This design comes from an exercise in tuning for small area, a short achievable clock period and few clock cycles on the open sky130 flow, not from production work.
Function was checked by simulation only, so behaviour that the tests miss may differ from the original.
Power is estimated from default activity; no workload was simulated.

==> flow/design.v (excerpt) <==
module lenet_top
(
    input  wire                     clk,
    input  wire                     rst,
    input  wire lenet_pkg::mem_wr_t img_wr,
    input  wire lenet_pkg::kernel_t kernel,
    input  wire                     start,
    output logic                    busy,
    output logic                    finish,
    output lenet_pkg::pool_result_t result
);
Size in the first run: roughly 5100 cells after synthesis, about 1100 flip-flops, roughly 170 I/O pins.
==> flow/config.mk <==
export PLATFORM = sky130hd
export DESIGN_NAME = lenet_top
export DESIGN_NICKNAME = lenet_top
export VERILOG_FILES = /design/flow/design.v
export SDC_FILE = /design/flow/constraint.sdc
export NUM_CORES = 4
export LEC_CHECK = 0
export CAP_MARGIN = 20
export CORE_MARGIN = 2
export CORE_UTILIZATION = 40
export SLEW_MARGIN = 20
export SYNTH_HIERARCHICAL = 1
export SYNTH_MINIMUM_KEEP_SIZE = 0
==> flow/constraint.sdc <==
create_clock -name core_clock -period 10.0 [get_ports {clk}]
set_input_delay 2.0000 -clock core_clock [delete_from_list [all_inputs] [get_ports {clk}]]
set_output_delay 2.0000 -clock core_clock [all_outputs]
set_load 0.01 [all_outputs]
standard.sh (not shown) runs the stock make flow with config.mk's settings and CLKGATE_MAP_FILE= SYNTH_SCRIPT=/design/flow/synth_recipe.tcl, a recipe that flattens the netlist after the stock synthesis.
==> flow/flow/run.sh <==
#!/bin/bash
set -euo pipefail
MARGIN=6.6
sed "s/\"\${@:-finish}\"/SETUP_SLACK_MARGIN=${MARGIN} \"\${@:-finish}\"/" standard.sh > standard_margin.sh
grep -q "SETUP_SLACK_MARGIN=${MARGIN}" standard_margin.sh
bash standard_margin.sh > standard_margin.log 2>&1
The first run finished with timing, DRC and antenna clean.
Testbench counts at the start, summed over its fixed seeds: cycles 9,696.
Edit:
--- a/flow/design.v
+++ b/flow/design.v
@@ -919,49 +919,31 @@
                 one_q[t][i] <= wx[t][2 * i + 1] ^ wx[t][2 * i];
                 two_q[t][i] <= (wx[t][2 * i + 2] & ~wx[t][2 * i + 1] & ~wx[t][2 * i])
                              | (~wx[t][2 * i + 2] & wx[t][2 * i + 1] & wx[t][2 * i]);
                 neg_q[t][i] <= wx[t][2 * i + 2];
             end
         bias_q <= kernel.bias;
     end
-    logic [3:0]        cnt_q [4];
     logic [10:0]       n_q;
     logic [8:0]        bias32_q;
+    logic [10:0]       nw [9];
     logic [ACC_W-1:0]  kx, ky, kz, ks, kc;
-    genvar gd;
-    generate
-        for (gd = 0; gd < 4; gd++)
-        begin : g_cnt
-            logic [8:0] b;
-            logic       s0, s1, s2, c0, c1, c2, s3, c3, s4, c4, h1, hc, h2, h3;
-            always_comb
-                for (int t = 0; t < 9; t++)
-                    b[t] = wx[t][2 * gd + 2];
-            fa_cell f0_i (.a(b[0]), .b(b[1]), .c(b[2]), .s(s0), .co(c0));
-            fa_cell f1_i (.a(b[3]), .b(b[4]), .c(b[5]), .s(s1), .co(c1));
-            fa_cell f2_i (.a(b[6]), .b(b[7]), .c(b[8]), .s(s2), .co(c2));
-            fa_cell f3_i (.a(s0), .b(s1), .c(s2), .s(s3), .co(c3));
-            fa_cell f4_i (.a(c0), .b(c1), .c(c2), .s(s4), .co(c4));
-            ha_cell h0_i (.a(c3), .b(s4), .s(h1), .co(hc));
-            ha_cell h1_i (.a(c4), .b(hc), .s(h2), .co(h3));
-            always_ff @(posedge clk)
-                cnt_q[gd] <= {h3, h2, h1, s3};
-        end
-    endgenerate
     always_comb
     begin
+        for (int t = 0; t < 9; t++)
+            nw[t] = {4'b0, neg_q[t][3], 1'b0, neg_q[t][2], 1'b0, neg_q[t][1], 1'b0, neg_q[t][0]};
         kx = ACC_W'({{(ACC_W - 13){bias32_q[8]}}, bias32_q, 4'b0});
         ky = ACC_W'(n_q);
         kz = {~n_q, 9'b0};
         ks = kx ^ ky ^ kz;
         kc = ((kx & ky) | (kx & kz) | (ky & kz)) << 1;
     end
     always_ff @(posedge clk)
     begin
-        n_q      <= 11'(cnt_q[0]) + (11'(cnt_q[1]) << 2) + (11'(cnt_q[2]) << 4) + (11'(cnt_q[3]) << 6);
+        n_q      <= nw[0] + nw[1] + nw[2] + nw[3] + nw[4] + nw[5] + nw[6] + nw[7] + nw[8];
         bias32_q <= {bias_q[7], bias_q} + 9'd32;
         krow_q   <= ks + kc;
     end
     logic [8-1:0] win [4][3];
     always_ff @(posedge clk)
     begin
         for (int i = 0; i < 4; i++)
After rerunning:
- cell area is about the same
- wire length is higher by about 2%
- die area barely changes
- clock power is about the same
- hold slack hardly moves
- clock-buffer cell count increases by 3
- maximum frequency falls by about 2.5%
- via count shrinks by 1.7%
- synthesized cell count hardly moves
- flip-flop and latch count fell by 16
- clock skew fell by 4.5 ps
- worst setup slack got worse by 88 ps
Testbench counts after the change, summed over its fixed seeds: cycles 9,696.

---

lenet_top, a different RTL version from the one above (not shown whole).
Size: roughly 4900 cells after synthesis, roughly 170 I/O pins.
Design lenet_top, start of the top module:
module lenet_top
(
    input  wire                     clk,
    input  wire                     rst,
    input  wire lenet_pkg::mem_wr_t img_wr,
    input  wire lenet_pkg::kernel_t kernel,
    input  wire                     start,
    output logic                    busy,
    output logic                    finish,
    output lenet_pkg::pool_result_t result
);
export LEC_CHECK = 0
export CAP_MARGIN = 20
export CORE_MARGIN = 2
export CORE_UTILIZATION = 40
export SLEW_MARGIN = 20
export SYNTH_HIERARCHICAL = 1
export SYNTH_MINIMUM_KEEP_SIZE = 0
create_clock -name core_clock -period 10.0 [get_ports {clk}]
==> flow/flow/run.sh <==
#!/bin/bash
set -euo pipefail
MARGIN=6.7
sed "s/\"\${@:-finish}\"/SETUP_SLACK_MARGIN=${MARGIN} BUFFER_PORTS_ARGS='-buffer_cell sky130_fd_sc_hd__buf_2' \"\${@:-finish}\"/" standard.sh > standard_margin.sh
grep -q "SETUP_SLACK_MARGIN=${MARGIN}" standard_margin.sh
bash standard_margin.sh synth > standard_synth.log 2>&1
openroad -no_init -exit flow/downsize.tcl > downsize.log 2>&1
bash standard_margin.sh > standard_margin.log 2>&1
==> flow/flow/downsize.tcl <==
# swap oversized combinational cells of the synthesized netlist for their
# smallest drive strength (same function); registers are not touched
set res orfs/results/$::env(FLOW_PLATFORM)/lenet_top/base
read_liberty $::env(FLOW_HOME)/platforms/$::env(FLOW_PLATFORM)/lib/sky130_fd_sc_hd__tt_025C_1v80.lib
read_db $res/1_synth.odb
set swaps {sky130_fd_sc_hd__a22oi_2 sky130_fd_sc_hd__a22oi_1}
set n 0
foreach inst [get_cells *] {
  set master [get_property [get_lib_cells -of_objects $inst] name]
  if {[dict exists $swaps $master]} {
    replace_cell $inst [dict get $swaps $master]
    incr n
  }
}
puts "downsized $n cells"
write_db $res/1_synth.odb
Testbench counts at the start, summed over its fixed seeds: cycles 9,456.
Edit:
--- a/flow/design.v
+++ b/flow/design.v
@@ -804,26 +804,26 @@
     localparam int ACC_W = 20;
     logic       running;
     logic       a_act;       
     logic [1:0] rp;          
     logic [2:0] col;         
     logic       a_last;
     logic       rest1;       
     logic       rest2;
     logic       shift;
     lenet_pkg::mem_wr_t wr_q;    
     logic       b_vld, c_vld, d_vld, e_vld;
     logic       b_last, c_last, d_last, e_last;
-    logic [1:0] e_rp;        
-    logic [2:0] e_col;
+    logic [1:0] b_rp, c_rp, d_rp, e_rp;
+    logic [2:0] b_col, c_col, d_col, e_col;
     assign a_last = a_act && rp == 2'd2 && col == 3'd5;
     assign shift  = (a_act && rp == 2'd2) || rest1 || rest2;
     always_ff @(posedge clk)
     begin
         if (rst)
         begin
             running <= 1'b0;
             a_act   <= 1'b0;
             rest1   <= 1'b0;
             rest2   <= 1'b0;
             b_vld   <= 1'b0;
             c_vld   <= 1'b0;
@@ -870,41 +870,32 @@
             rp  <= (!rst && !running && start && !wr_q.en) ? 2'd1 : 2'd0;
             col <= '0;
         end
         else if (a_act)
         begin
             rp <= rp + 2'd1;
             if (rp == 2'd2)
             begin
                 rp  <= '0;
                 col <= col + 3'd1;
             end
         end
-    end
-    always_ff @(posedge clk)
-    begin
-        if (!running)
-        begin
-            e_rp  <= '0;
-            e_col <= '0;
-        end
-        else if (e_vld)
-        begin
-            e_rp <= e_rp + 2'd1;
-            if (e_rp == 2'd2)
-            begin
-                e_rp  <= '0;
-                e_col <= e_col + 3'd1;
-            end
-        end
+        b_rp  <= rp;
+        c_rp  <= b_rp;
+        d_rp  <= c_rp;
+        e_rp  <= d_rp;
+        b_col <= col;
+        c_col <= b_col;
+        d_col <= c_col;
+        e_col <= d_col;
     end
     assign busy = running;
     logic [8-1:0] img [64];
     always_ff @(posedge clk)
         wr_q <= img_wr;
     genvar gi;
     generate
         for (gi = 0; gi < 64; gi++)
         begin : g_img
             always_ff @(posedge clk)
             begin
                 if (wr_q.en && wr_q.addr == gi)
@@ -958,35 +949,31 @@
             assign ncnt[gd] = ~cnt_q[gd];
         end
     endgenerate
     always_ff @(posedge clk)
         krow_q <= kx_q
                 + (ACC_W'(cnt_q[0]))       + (ACC_W'(cnt_q[1]) << 2)
                 + (ACC_W'(cnt_q[2]) << 4)  + (ACC_W'(cnt_q[3]) << 6)
                 + (ACC_W'(ncnt[0]) << 9)   + (ACC_W'(ncnt[1]) << 11)
                 + (ACC_W'(ncnt[2]) << 13)  + (ACC_W'(ncnt[3]) << 15);
     logic [8-1:0] win [4][3];
     always_ff @(posedge clk)
     begin
-        for (int k = 0; k < 3; k++)
-        begin
-            for (int i = 0; i < 2; i++)
-                win[i][k] <= (rp == 2'd0) ? img[i * 8 + k] : win[i + 2][k];
-            for (int i = 2; i < 4; i++)
+        for (int i = 0; i < 4; i++)
+            for (int k = 0; k < 3; k++)
                 case (rp)
                     2'd0:    win[i][k] <= img[(i    ) * 8 + k];
                     2'd1:    win[i][k] <= img[(i + 2) * 8 + k];
                     default: win[i][k] <= img[(i + 4) * 8 + k];
                 endcase
-        end
     end
     logic [8:0][7:0] p0, p1;
     always_comb
     begin
         for (int t = 0; t < 9; t++)
         begin
             p0[t] = win[t / 3][t % 3];
             p1[t] = win[t / 3 + 1][t % 3];
         end
     end
     logic [74-1:0] rb0, rb1, rb0_q, rb1_q;
     mac_b mb0_i (.p(p0), .one(one_q), .two(two_q), .neg(neg_q), .r(rb0));
Design area hardly moves.
Worst setup slack loses 0.0075 ns.
Global-route usage rises by 0.71 points.
Cell count rises by 0.98%.
Sequential share of layout area is higher by 0.35 points.
Combinational power is lower by about 6%.
Synthesized area hardly moves.
Via count rises by 2.1%.
Register-to-register slack barely changes.
Die area hardly moves.
Routed wire length rose by 3.1%.
Sequential cell count is higher by 15.
Clock-buffer cell count rises by 10.
Power falls by 2.4%.
Testbench counts after the change, summed over its fixed seeds: cycles 9,456.

port drivers added, routing unchanged:
The flow's constraints put no driver on any port. The routed layouts listed below were extracted and timed again, unchanged, in two steps.
Step 1, drivers: a clkbuf_16 drives clk and a buf_2 each remaining input, both assumed.
Step 2 also shifts input and output timing later by t, the mid clock arrival at the registers, as if the neighbouring blocks saw the same clock.
a / b / c = ideal ports / drivers / drivers and shift; a / b = the first two.
run	t, ns	setup slack, ns	worst data-port slew with drivers (ns)	pins driven straight from the clock port
the first run of note 1	0.855	6.609 / 6.588 / 5.784	0.07	1
the second run of note 1	0.873	6.521 / 6.437 / 6.521	0.09	1
the first run of note 2	0.839	6.685 / 6.596 / 6.254	0.12	1
the second run of note 2	0.853	6.677 / 6.619 / 6.144	0.11	1
After both steps every run listed still meets setup and hold. The setup slack of the first run of note 1, which loses most, moves by -0.021 ns with the drivers and by -0.825 ns with both steps.
